Background: an optimization exercise with open tools, aiming at small area, a short achievable clock period and few clock cycles per item. Do not read the settings as production practice. In this exercise RTL edits were held to simulation tests only and were not proved equivalent to the original.

--- run.sh ---
#!/bin/bash
# synth_recipe.tcl (not shown) runs the flow's synth.tcl, then flattens the netlist and writes it again
# the make line also repeats each setting of config.mk as NAME=value (left out here)
make -C /OpenROAD-flow-scripts/flow DESIGN_CONFIG=/design/flow/config.mk WORK_HOME=/design/flow/orfs CLKGATE_MAP_FILE= SYNTH_SCRIPT=/design/flow/synth_recipe.tcl finish
--- config.mk ---
export PLATFORM = sky130hd
export DESIGN_NAME = face_track_associator
export DESIGN_NICKNAME = face_track_associator
export VERILOG_FILES = /design/flow/design.v
export SDC_FILE = /design/flow/constraint.sdc
export NUM_CORES = 4
export LEC_CHECK = 0
export CAP_MARGIN = 20
export CORE_MARGIN = 2
export CORE_UTILIZATION = 40
export SLEW_MARGIN = 20
--- constraint.sdc ---
create_clock -name core_clock -period 8.5 [get_ports {clk_i}]
set_input_delay 1.7000 -clock core_clock [delete_from_list [all_inputs] [get_ports {clk_i}]]
set_output_delay 1.7000 -clock core_clock [all_outputs]
set_load 0.01 [all_outputs]
--- design.v ---
package fta_pkg;
  localparam int unsigned COORD_W  = 12;
  localparam int unsigned THRESH_W = 8;
  localparam int unsigned TRACK_W  = 5;
  localparam int unsigned MAX_FACES_DEF = 16;
  localparam int unsigned PROD_W   = 2 * COORD_W;
  localparam int unsigned DIST_W   = PROD_W + 1;
  localparam int unsigned NW_W     = THRESH_W + COORD_W;
  localparam int unsigned LIMIT_W  = THRESH_W + 2 * COORD_W;
  localparam int unsigned SCALED_W = DIST_W + THRESH_W;
  localparam int unsigned PIPE_LAT = 4;
  localparam int unsigned DRAIN_W  = $clog2(PIPE_LAT);
  localparam int unsigned APB_AW = 3;
  localparam int unsigned APB_DW = 32;
  localparam logic REG_THRESH_NUM = 1'b0;
  localparam logic REG_THRESH_DEN = 1'b1;
  localparam logic [THRESH_W-1:0] THRESH_NUM_RST = 8'd1;
  localparam logic [THRESH_W-1:0] THRESH_DEN_RST = 8'd5;
  localparam logic FUNC_DETECT    = 1'b0;
  localparam logic FUNC_FRAME_END = 1'b1;
  localparam logic KIND_VERDICT   = 1'b0;
  localparam logic KIND_FRAME_END = 1'b1;
  typedef enum logic [1:0] {
    ST_IDLE,
    ST_SCAN,
    ST_DRAIN,
    ST_COMMIT
  } fta_state_e;
  typedef struct packed {
    logic in_ready;
    logic load;
    logic issue;
    logic commit;
  } fta_cmd_t;
  typedef struct packed {
    logic in_valid;
    logic in_frame_end;
    logic scan_last;
    logic out_free;
  } fta_status_t;
endpackage
module fta_ram #(
  parameter int unsigned WIDTH = 24,
  parameter int unsigned DEPTH = 32
) (
  input  logic                     clk_i,
  input  logic                     we_i,
  input  logic [$clog2(DEPTH)-1:0] waddr_i,
  input  logic [WIDTH-1:0]         wdata_i,
  input  logic [$clog2(DEPTH)-1:0] raddr_i,
  output logic [WIDTH-1:0]         rdata_o
);
  logic [WIDTH-1:0] mem_q [DEPTH];
  always_ff @(posedge clk_i) begin
    if (we_i) begin
      mem_q[waddr_i] <= wdata_i;
    end
    rdata_o <= mem_q[raddr_i];
  end
endmodule
module fta_ctrl (
  input  logic                 clk_i,
  input  logic                 rst_ni,
  input  fta_pkg::fta_status_t status_i,
  output fta_pkg::fta_cmd_t    cmd_o
);
  fta_pkg::fta_state_e          state_q, state_d;
  logic [fta_pkg::DRAIN_W-1:0]  drain_q, drain_d;
  logic                         drain_last;
  assign drain_last = (drain_q == fta_pkg::DRAIN_W'(fta_pkg::PIPE_LAT - 1));
  always_comb begin
    state_d = state_q;
    drain_d = drain_q;
    case (state_q)
      fta_pkg::ST_IDLE: begin
        drain_d = '0;
        if (status_i.in_valid) begin
          state_d = status_i.in_frame_end ? fta_pkg::ST_COMMIT : fta_pkg::ST_SCAN;
        end
      end
      fta_pkg::ST_SCAN: begin
        if (status_i.scan_last) begin
          state_d = fta_pkg::ST_DRAIN;
        end
      end
      fta_pkg::ST_DRAIN: begin
        drain_d = drain_q + 1'b1;
        if (drain_last) begin
          state_d = fta_pkg::ST_COMMIT;
        end
      end
      fta_pkg::ST_COMMIT: begin
        if (status_i.out_free) begin
          state_d = fta_pkg::ST_IDLE;
        end
      end
      default: state_d = fta_pkg::ST_IDLE;
    endcase
  end
  always_comb begin
    cmd_o = '0;
    case (state_q)
      fta_pkg::ST_IDLE: begin
        cmd_o.in_ready = 1'b1;
        cmd_o.load     = status_i.in_valid;
      end
      fta_pkg::ST_SCAN:   cmd_o.issue  = 1'b1;
      fta_pkg::ST_DRAIN:  cmd_o        = '0;
      fta_pkg::ST_COMMIT: cmd_o.commit = status_i.out_free;
      default:            cmd_o        = '0;
    endcase
  end
  always_ff @(posedge clk_i or negedge rst_ni) begin
    if (!rst_ni) begin
      state_q <= fta_pkg::ST_IDLE;
      drain_q <= '0;
    end else begin
      state_q <= state_d;
      drain_q <= drain_d;
    end
  end
endmodule
module fta_dp #(
  parameter int unsigned MAX_FACES = fta_pkg::MAX_FACES_DEF
) (
  input  logic                          clk_i,
  input  logic                          rst_ni,
  input  fta_pkg::fta_cmd_t             cmd_i,
  input  logic [fta_pkg::THRESH_W-1:0]  thresh_num_i,
  input  logic [fta_pkg::THRESH_W-1:0]  thresh_den_i,
  input  logic                          in_valid_i,
  output logic                          in_ready_o,
  input  logic                          in_func_i,
  input  logic [fta_pkg::COORD_W-1:0]   in_det_x_i,
  input  logic [fta_pkg::COORD_W-1:0]   in_det_y_i,
  input  logic [fta_pkg::COORD_W-1:0]   in_det_width_i,
  input  logic [fta_pkg::COORD_W-1:0]   in_det_height_i,
  input  logic                          in_passes_check_i,
  output logic                          out_valid_o,
  input  logic                          out_ready_i,
  output logic                          out_result_kind_o,
  output logic                          out_matched_o,
  output logic [fta_pkg::COORD_W-1:0]   out_kept_x_o,
  output logic [fta_pkg::COORD_W-1:0]   out_kept_y_o,
  output logic                          out_stored_o,
  output logic                          out_overflow_o,
  output logic [fta_pkg::TRACK_W-1:0]   out_tracked_count_o,
  output logic                          scan_last_o,
  output logic                          out_free_o
);
  localparam int unsigned DEPTH = 2 * MAX_FACES;
  localparam int unsigned AW    = $clog2(DEPTH);
  localparam int unsigned IDX_W = (MAX_FACES > 1) ? $clog2(MAX_FACES) : 1;
  localparam int unsigned CNT_W = $clog2(MAX_FACES + 1);
  localparam int unsigned CW    = fta_pkg::COORD_W;
  logic                        func_q, check_q;
  logic [CW-1:0]               x_q, y_q, w_q, h_q;
  logic [fta_pkg::NW_W-1:0]    nw_q;
  logic [fta_pkg::LIMIT_W-1:0] limit_q;
  logic [DEPTH-1:0]            live_q, live_d;
  logic                        bank_q, bank_d;
  logic [CNT_W-1:0]            cnt_q, cnt_d;
  logic [IDX_W-1:0]            idx_q;
  logic                        v1_q, v2_q, v3_q, v4_q;
  logic [IDX_W-1:0]            idx1_q, idx2_q, idx3_q, idx4_q;
  logic [CW-1:0]               sx2_q, sy2_q, sx3_q, sy3_q, sx4_q, sy4_q;
  logic [fta_pkg::PROD_W-1:0]  p1_d, p2_d, p1_q, p2_q;
  logic [fta_pkg::DIST_W-1:0]  d3_q, d4_q;
  logic [fta_pkg::SCALED_W-1:0] sc4_d, sc4_q;
  logic [CW-1:0]               dx, dy, sx1, sy1;
  logic                        found_q, hit;
  logic [fta_pkg::DIST_W-1:0]  bestd_q;
  logic [IDX_W-1:0]            best_q;
  logic [CW-1:0]               bestx_q, besty_q;
  logic [AW-1:0]               raddr, waddr, best_addr;
  logic [2*CW-1:0]             rdata, wdata;
  logic                        we;
  logic                        take, full;
  logic [CW-1:0]               kx, ky;
  logic                        out_valid_q;
  logic                        kind_q, matched_q, stored_q, ovf_q;
  logic [CW-1:0]               kept_x_q, kept_y_q;
  logic [fta_pkg::TRACK_W-1:0] track_q;
  assign in_ready_o = cmd_i.in_ready;
  assign scan_last_o   = (idx_q == IDX_W'(MAX_FACES - 1));
  assign out_free_o    = !out_valid_q || out_ready_i;
  assign raddr     = bank_q ? AW'(MAX_FACES) + AW'(idx_q) : AW'(idx_q);
  assign best_addr = bank_q ? AW'(MAX_FACES) + AW'(best_q) : AW'(best_q);
  assign waddr     = bank_q ? AW'(cnt_q) : AW'(MAX_FACES) + AW'(cnt_q);
  fta_ram #(
    .WIDTH (2 * CW),
    .DEPTH (DEPTH)
  ) u_ram (
    .clk_i   (clk_i),
    .we_i    (we),
    .waddr_i (waddr),
    .wdata_i (wdata),
    .raddr_i (raddr),
    .rdata_o (rdata)
  );
  assign sx1  = rdata[CW-1:0];
  assign sy1  = rdata[2*CW-1:CW];
  assign dx   = (x_q >= sx1) ? x_q - sx1 : sx1 - x_q;
  assign dy   = (y_q >= sy1) ? y_q - sy1 : sy1 - y_q;
  assign p1_d = dx * h_q;
  assign p2_d = dy * w_q;
  assign sc4_d = d3_q * thresh_den_i;
  assign hit = v4_q && (sc4_q < fta_pkg::SCALED_W'(limit_q)) &&
               (!found_q || (d4_q < bestd_q));
  assign take  = found_q || check_q;
  assign full  = (cnt_q >= CNT_W'(MAX_FACES));
  assign kx    = found_q ? bestx_q : x_q;
  assign ky    = found_q ? besty_q : y_q;
  assign wdata = {ky, kx};
  assign we    = cmd_i.commit && (func_q == fta_pkg::FUNC_DETECT) && take && !full;
  always_comb begin
    live_d = live_q;
    bank_d = bank_q;
    cnt_d  = cnt_q;
    if (cmd_i.commit) begin
      if (func_q == fta_pkg::FUNC_FRAME_END) begin
        for (int i = 0; i < DEPTH; i++) begin
          if ((i >= MAX_FACES) == bank_q) begin
            live_d[i] = 1'b0;
          end
        end
        bank_d = ~bank_q;
        cnt_d  = '0;
      end else begin
        if (found_q) begin
          live_d[best_addr] = 1'b0;
        end
        if (take && !full) begin
          live_d[waddr] = 1'b1;
          cnt_d         = cnt_q + 1'b1;
        end
      end
    end
  end
  always_ff @(posedge clk_i or negedge rst_ni) begin
    if (!rst_ni) begin
      live_q      <= '0;
      bank_q      <= 1'b0;
      cnt_q       <= '0;
      idx_q       <= '0;
      v1_q        <= 1'b0;
      v2_q        <= 1'b0;
      v3_q        <= 1'b0;
      v4_q        <= 1'b0;
      found_q     <= 1'b0;
      out_valid_q <= 1'b0;
    end else begin
      live_q <= live_d;
      bank_q <= bank_d;
      cnt_q  <= cnt_d;
      if (cmd_i.load) begin
        idx_q <= '0;
      end else if (cmd_i.issue) begin
        idx_q <= idx_q + 1'b1;
      end
      v1_q <= cmd_i.issue && live_q[raddr];
      v2_q <= v1_q;
      v3_q <= v2_q;
      v4_q <= v3_q;
      if (cmd_i.load) begin
        found_q <= 1'b0;
      end else if (hit) begin
        found_q <= 1'b1;
      end
      if (cmd_i.commit) begin
        out_valid_q <= 1'b1;
      end else if (out_ready_i) begin
        out_valid_q <= 1'b0;
      end
    end
  end
  always_ff @(posedge clk_i) begin
    if (cmd_i.load) begin
      func_q  <= in_func_i;
      check_q <= in_passes_check_i;
      x_q     <= in_det_x_i;
      y_q     <= in_det_y_i;
      w_q     <= in_det_width_i;
      h_q     <= in_det_height_i;
    end
    nw_q    <= thresh_num_i * w_q;
    limit_q <= nw_q * h_q;
    idx1_q <= idx_q;
    idx2_q <= idx1_q;
    idx3_q <= idx2_q;
    idx4_q <= idx3_q;
    sx2_q  <= sx1;
    sy2_q  <= sy1;
    sx3_q  <= sx2_q;
    sy3_q  <= sy2_q;
    sx4_q  <= sx3_q;
    sy4_q  <= sy3_q;
    p1_q   <= p1_d;
    p2_q   <= p2_d;
    d3_q   <= fta_pkg::DIST_W'(p1_q) + fta_pkg::DIST_W'(p2_q);
    d4_q   <= d3_q;
    sc4_q  <= sc4_d;
    if (hit) begin
      bestd_q <= d4_q;
      best_q  <= idx4_q;
      bestx_q <= sx4_q;
      besty_q <= sy4_q;
    end
    if (cmd_i.commit) begin
      if (func_q == fta_pkg::FUNC_FRAME_END) begin
        kind_q    <= fta_pkg::KIND_FRAME_END;
        matched_q <= 1'b0;
        kept_x_q  <= '0;
        kept_y_q  <= '0;
        stored_q  <= 1'b0;
        ovf_q     <= 1'b0;
        track_q   <= fta_pkg::TRACK_W'(cnt_q);
      end else begin
        kind_q    <= fta_pkg::KIND_VERDICT;
        matched_q <= found_q;
        kept_x_q  <= kx;
        kept_y_q  <= ky;
        stored_q  <= take && !full;
        ovf_q     <= take && full;
        track_q   <= fta_pkg::TRACK_W'(cnt_d);
      end
    end
  end
  assign out_valid_o       = out_valid_q;
  assign out_result_kind_o = kind_q;
  assign out_matched_o     = matched_q;
  assign out_kept_x_o      = kept_x_q;
  assign out_kept_y_o      = kept_y_q;
  assign out_stored_o      = stored_q;
  assign out_overflow_o    = ovf_q;
  assign out_tracked_count_o = track_q;
endmodule
module face_track_associator #(
  parameter int unsigned MAX_FACES = fta_pkg::MAX_FACES_DEF
) (
  input  logic                        clk_i,
  input  logic                        rst_ni,
  input  logic                        in_valid,
  output logic                        in_ready,
  input  logic                        in_func,
  input  logic [fta_pkg::COORD_W-1:0] in_det_x,
  input  logic [fta_pkg::COORD_W-1:0] in_det_y,
  input  logic [fta_pkg::COORD_W-1:0] in_det_width,
  input  logic [fta_pkg::COORD_W-1:0] in_det_height,
  input  logic                        in_passes_check,
  output logic                        out_valid,
  input  logic                        out_ready,
  output logic                        out_result_kind,
  output logic                        out_matched,
  output logic [fta_pkg::COORD_W-1:0] out_kept_x,
  output logic [fta_pkg::COORD_W-1:0] out_kept_y,
  output logic                        out_stored,
  output logic                        out_overflow,
  output logic [fta_pkg::TRACK_W-1:0] out_tracked_count,
  input  logic                        psel,
  input  logic                        penable,
  input  logic                        pwrite,
  input  logic [fta_pkg::APB_AW-1:0]  paddr,
  input  logic [fta_pkg::APB_DW-1:0]  pwdata,
  output logic [fta_pkg::APB_DW-1:0]  prdata,
  output logic                        pready
);
  logic [fta_pkg::THRESH_W-1:0] thresh_num_q, thresh_den_q;
  logic                         cfg_we;
  fta_pkg::fta_cmd_t            cmd;
  fta_pkg::fta_status_t         status;
  logic                         scan_last, out_free;
  assign pready = 1'b1;
  assign cfg_we = psel && penable && pwrite;
  always_ff @(posedge clk_i or negedge rst_ni) begin
    if (!rst_ni) begin
      thresh_num_q <= fta_pkg::THRESH_NUM_RST;
      thresh_den_q <= fta_pkg::THRESH_DEN_RST;
    end else if (cfg_we) begin
      case (paddr[2])
        fta_pkg::REG_THRESH_NUM: thresh_num_q <= pwdata[fta_pkg::THRESH_W-1:0];
        fta_pkg::REG_THRESH_DEN: thresh_den_q <= pwdata[fta_pkg::THRESH_W-1:0];
        default: ;
      endcase
    end
  end
  always_comb begin
    case (paddr[2])
      fta_pkg::REG_THRESH_NUM: prdata = fta_pkg::APB_DW'(thresh_num_q);
      fta_pkg::REG_THRESH_DEN: prdata = fta_pkg::APB_DW'(thresh_den_q);
      default:                 prdata = '0;
    endcase
  end
  assign status.in_valid     = in_valid;
  assign status.in_frame_end = (in_func == fta_pkg::FUNC_FRAME_END);
  assign status.scan_last    = scan_last;
  assign status.out_free     = out_free;
  fta_ctrl u_ctrl (
    .clk_i    (clk_i),
    .rst_ni   (rst_ni),
    .status_i (status),
    .cmd_o    (cmd)
  );
  fta_dp #(
    .MAX_FACES (MAX_FACES)
  ) u_dp (
    .clk_i        (clk_i),
    .rst_ni       (rst_ni),
    .cmd_i        (cmd),
    .thresh_num_i (thresh_num_q),
    .thresh_den_i (thresh_den_q),
    .in_valid_i          (in_valid),
    .in_ready_o          (in_ready),
    .in_func_i           (in_func),
    .in_det_x_i          (in_det_x),
    .in_det_y_i          (in_det_y),
    .in_det_width_i      (in_det_width),
    .in_det_height_i     (in_det_height),
    .in_passes_check_i   (in_passes_check),
    .out_valid_o         (out_valid),
    .out_ready_i         (out_ready),
    .out_result_kind_o   (out_result_kind),
    .out_matched_o       (out_matched),
    .out_kept_x_o        (out_kept_x),
    .out_kept_y_o        (out_kept_y),
    .out_stored_o        (out_stored),
    .out_overflow_o      (out_overflow),
    .out_tracked_count_o (out_tracked_count),
    .scan_last_o  (scan_last),
    .out_free_o   (out_free)
  );
endmodule
==> flow_metrics.py <==
metrics = {
    "clocking": {
        "clock_path_buffers": 3,
        "postCtsHoldBufs": 0,
        "cts_tree": "yes",
        "clock_sinks": 1267,
        "insertion_delay_ns": 0.78,
        "cts_buffers": 135,
        "cts_setup_buffers": 0,
        "path_clk_slew_ns": 0.06,
        "cts-root-buf": "clkbuf_16",
        "h-tree-depth": 4,
    },
    "floorplanning": {
        "die_x_um": 433,
        "row_count": 157,
        "initial_utilization": 0.402,
        "core_area_sq_um": 183000,
        "die_area_sq_um": 188000,
        "ios": 160,
        "die_y_um": 433,
    },
    "synth": {
        "post-synth-top-area-fraction": 0.369,
        "ys_warn_count": 4,
        "ys_ff_latch": 1267,
        "avgSynthCellArea_sq_um": 12.9,
        "synthFlopType": "edfxtp_1",
        "synth_top_cell_by_area": "edfxtp_1",
        "syn_area_sq_um": 73700,
        "synth.area.top_cells": "edfxtp_1 37%, fa_1 16%, dfxtp_1 8.0%, mux4_2 7.6%, ha_1 7.3%",
        "synth_edf_count": 904,
        "async_flop_share": 0.0537,
        "synth_cell_types": 80,
        "synth-seq-area-share": 0.472,
        "synthCells": 5695,
    },
    "place": {
        "place_congestion": 0.847,
        "io_buffers": 108,
        "hpwl_mm": 123,
        "placed_area_sq_um": 78000,
        "place_inst": 8127,
    },
    "global_routing": {
        "grt_max_degree": 145,
        "grt_pass1_vias": 46500,
        "grt_antenna_before_repair": 4,
        "overflow": 0,
        "grt_pass1_wl_mm": 274,
        "track_usage": 0.191,
    },
    "route": {
        "highest_layer": "met4",
        "via_per_inst": 5.18,
        "wl_met1_mm": 70.1,
        "drt_pre_antenna_iters": 5,
        "drt_iter0_drc": 2819,
        "ant_nets": 0,
        "wl_met2_mm": 91.5,
        "vias": 43400,
        "drc": 0,
        "routedWlPerCell_um": 20.9,
        "dr_wl_met3_mm": 7.28,
        "drt_wl_total_mm": 175,
    },
    "finish": {
        "area_growth_pct": 12.5,
        "final_area_sq_um": 82900,
        "finalNonFillerCells": 8386,
        "drive_above_1_share": 0.122,
        "nets": 6907,
        "final_util": 0.453,
    },
    "timing": {
        "slew_headroom": 0.293,
        "period_share": 0.941,
        "drv_slew": 0,
        "hold_viol": 0,
        "worst_slew_pin_slew_ns": 1.06,
        "worst_clock_skew_ns": 0.0622,
        "setup_violations": 0,
        "rsz0062_at_grt": "no",
        "max_freq_ghz": 0.125,
        "period_needed_ns": 8.00,
        "fin_setup_tns_ns": 0,
    },
    "setup_path": {
        "end_kind": "flop",
        "worst_path_max_delay_cell": "fa_1",
        "critPathRequiredTime_ns": 9.16,
        "arrival_ns": 8.66,
        "critical-path-top-delay-family": "adder cells",
        "crit_buf_inv": 5,
        "critPathLaunchType": "flop",
        "worstSetupPathType": "reg2reg",
        "slowest_delay_ns": 0.58,
        "crit_fanout": 10,
        "path_common_cell": "fa_1",
    },
    "run": {
        "maxCapViolations": 0,
    },
    "status": {
        "status": "timing/DRC/antenna clean",
    },
    "min_path": {
        "hold_class": "reg2reg",
    },
}
-- placed cells by master (no fill, tap or decap), types with 14 or more instances in the layout --
cell,count
a21o_1,80
a21oi_1,169
a31oi_1,24
and2_1,317
and3_1,22
buf_4,93
clkbuf_1,27
clkbuf_16,138
clkbuf_8,18
clkdlybuf4s50_1,107
clkinv_2,16
conb_1,25
dfrtp_1,59
dfxtp_1,295
edfxtp_1,904
fa_1,583
ha_1,427
inv_1,742
mux2_2,67
mux2i_1,23
mux4_2,250
nand2_1,618
nand2b_1,52
nand3_1,44
nand4_1,18
nor2_1,111
nor2_4,30
nor2b_1,56
nor3_1,32
o211ai_1,21
o21a_1,29
o21ai_0,131
o21bai_1,14
xnor2_1,107
xor2_1,36
-- layout make-up --
class                   instances  area (sq um)
diodes                          5          12.5
clock buffers                 183          3800
clock inverters                66           841
fillers                     16500        100000
inverters                     744          2790
multi-input cells            3444         35500
flip-flops and latches       1267         34800
well taps                    2464          3080
repair buffers                213          2070
-- synthesized netlist by cell type (11+ instances only) --
cell,n
a211oi_1,11
a21o_1,80
a21oi_1,169
a31oi_1,24
and2_1,318
and3_1,23
buf_1,25
buf_4,27
clkbuf_1,201
dfrtp_1,65
dfxtp_1,295
edfxtp_1,904
fa_1,583
ha_1,427
inv_1,742
mux2_2,67
mux2i_1,23
mux4_2,250
nand2_1,618
nand2b_1,52
nand3_1,44
nand4_1,18
nor2_1,143
nor2b_1,56
nor3_1,32
o211ai_1,21
o21a_1,29
o21ai_0,154
o21bai_1,14
xnor2_1,110
xor2_1,36
-- worst register-to-register path, delay by kind of cell (launching register included) --
kind | cells | cell delay, ns
compound gates | 10 | 2.26
xor+xnor | 2 | 0.66
fa+ha+maj | 8 | 3.36
buf+inv | 5 | 0.31
flops | 1 | 0.39
mux | 1 | 0.30
simple gates | 4 | 0.60
-- metrics by stage --
stage	hold slack, ns	setup WS (ns)
floorplan	0.310	1.27
global placement	0.310	0.319
detailed placement	0.312	0.301
CTS	0.312	0.285
global route	0.322	0.0262
finish	0.318	0.504
-- final timing paths --
check	from	end	slack (ns)	cells past startpoint
max	u_dp.x_q[0]	u_dp.p1_q[21]	0.50	30
min	u_dp.sx2_q[5]	u_dp.sx3_q[5]	0.32	0
max reg2reg	u_dp.x_q[0]	u_dp.p1_q[21]	0.50	30
min reg2reg	u_dp.sx2_q[5]	u_dp.sx3_q[5]	0.32	0
max in group asynchronous	rst_ni	u_dp.idx_q[0]	6.96	1
min in group asynchronous	rst_ni	u_dp.out_valid_q	0.96	1
-- timing repair --
item,in CTS,in global routing
endpoints found under the hold margin,0,0
endpoints found under the setup margin,0,3
gates resized for setup,0,2
-- registers in the layout, summed over array words and instances (netlist names), 20 cells and up --
signal / flops
u_dp.p1_q: 24
u_dp.u_ram.rdata_o: 24
u_dp.sc4_q: 33
u_dp.live_q: 32
u_dp.p2_q: 24
u_dp.u_ram.mem_q: 768
u_dp.limit_q: 32
u_dp.d3_q: 25
u_dp.bestd_q: 25
u_dp.d4_q: 25
u_dp.nw_q: 20
-- cell families (layout without fill, tap and decap cells) --
kind of cell | Yosys count | count (layout) | synth area share
buf+inv | 1007 | 1206 | 0.0530
other cells | 2 | 30 | 0.000102
xor+xnor | 146 | 146 | 0.0174
mux | 341 | 341 | 0.0900
compound gates | 581 | 581 | 0.0493
fa+ha+maj | 1010 | 1010 | 0.231
flops | 1267 | 1267 | 0.472
simple gates | 1341 | 1341 | 0.0873
-- routing by layer --
| layer | global-route usage | up-vias |
|---|---|---|
| met5 | 0 | - |
| met4 | 0.0695 | 0 |
| met3 | 0.0253 | 277 |
| met2 | 0.345 | 997 |
| met1 | 0.233 | 22500 |
| li1 | - | 19600 |
Testbench counts, summed over its fixed seeds: cycles 82,628, items 3,950.

-- afterwards: timing with drivers on the ports --
The flow's constraints put no driver on any port. The routed layout listed below was extracted and timed again, unchanged, in two steps.
Step 1 assumes that a clkbuf_16 drives the clock port and a buf_2 every other input.
Step 2, shift: input delay + t, output delay - t, t = (earliest + latest rising clock arrival at the registers) / 2. This alone moves slack from input paths to output paths.
Three values: ideal, step 1, step 2; two values: the first two.
t (ns): 0.831
setup slack, ns: 0.504 / 0.504 / 0.504
slew at the worst register clock pin (ns): 0.07 / 0.07
After both steps this run still meets setup and hold. For this run, drivers alone change the setup slack by 0.000 ns; drivers and shift together by 0.000 ns.
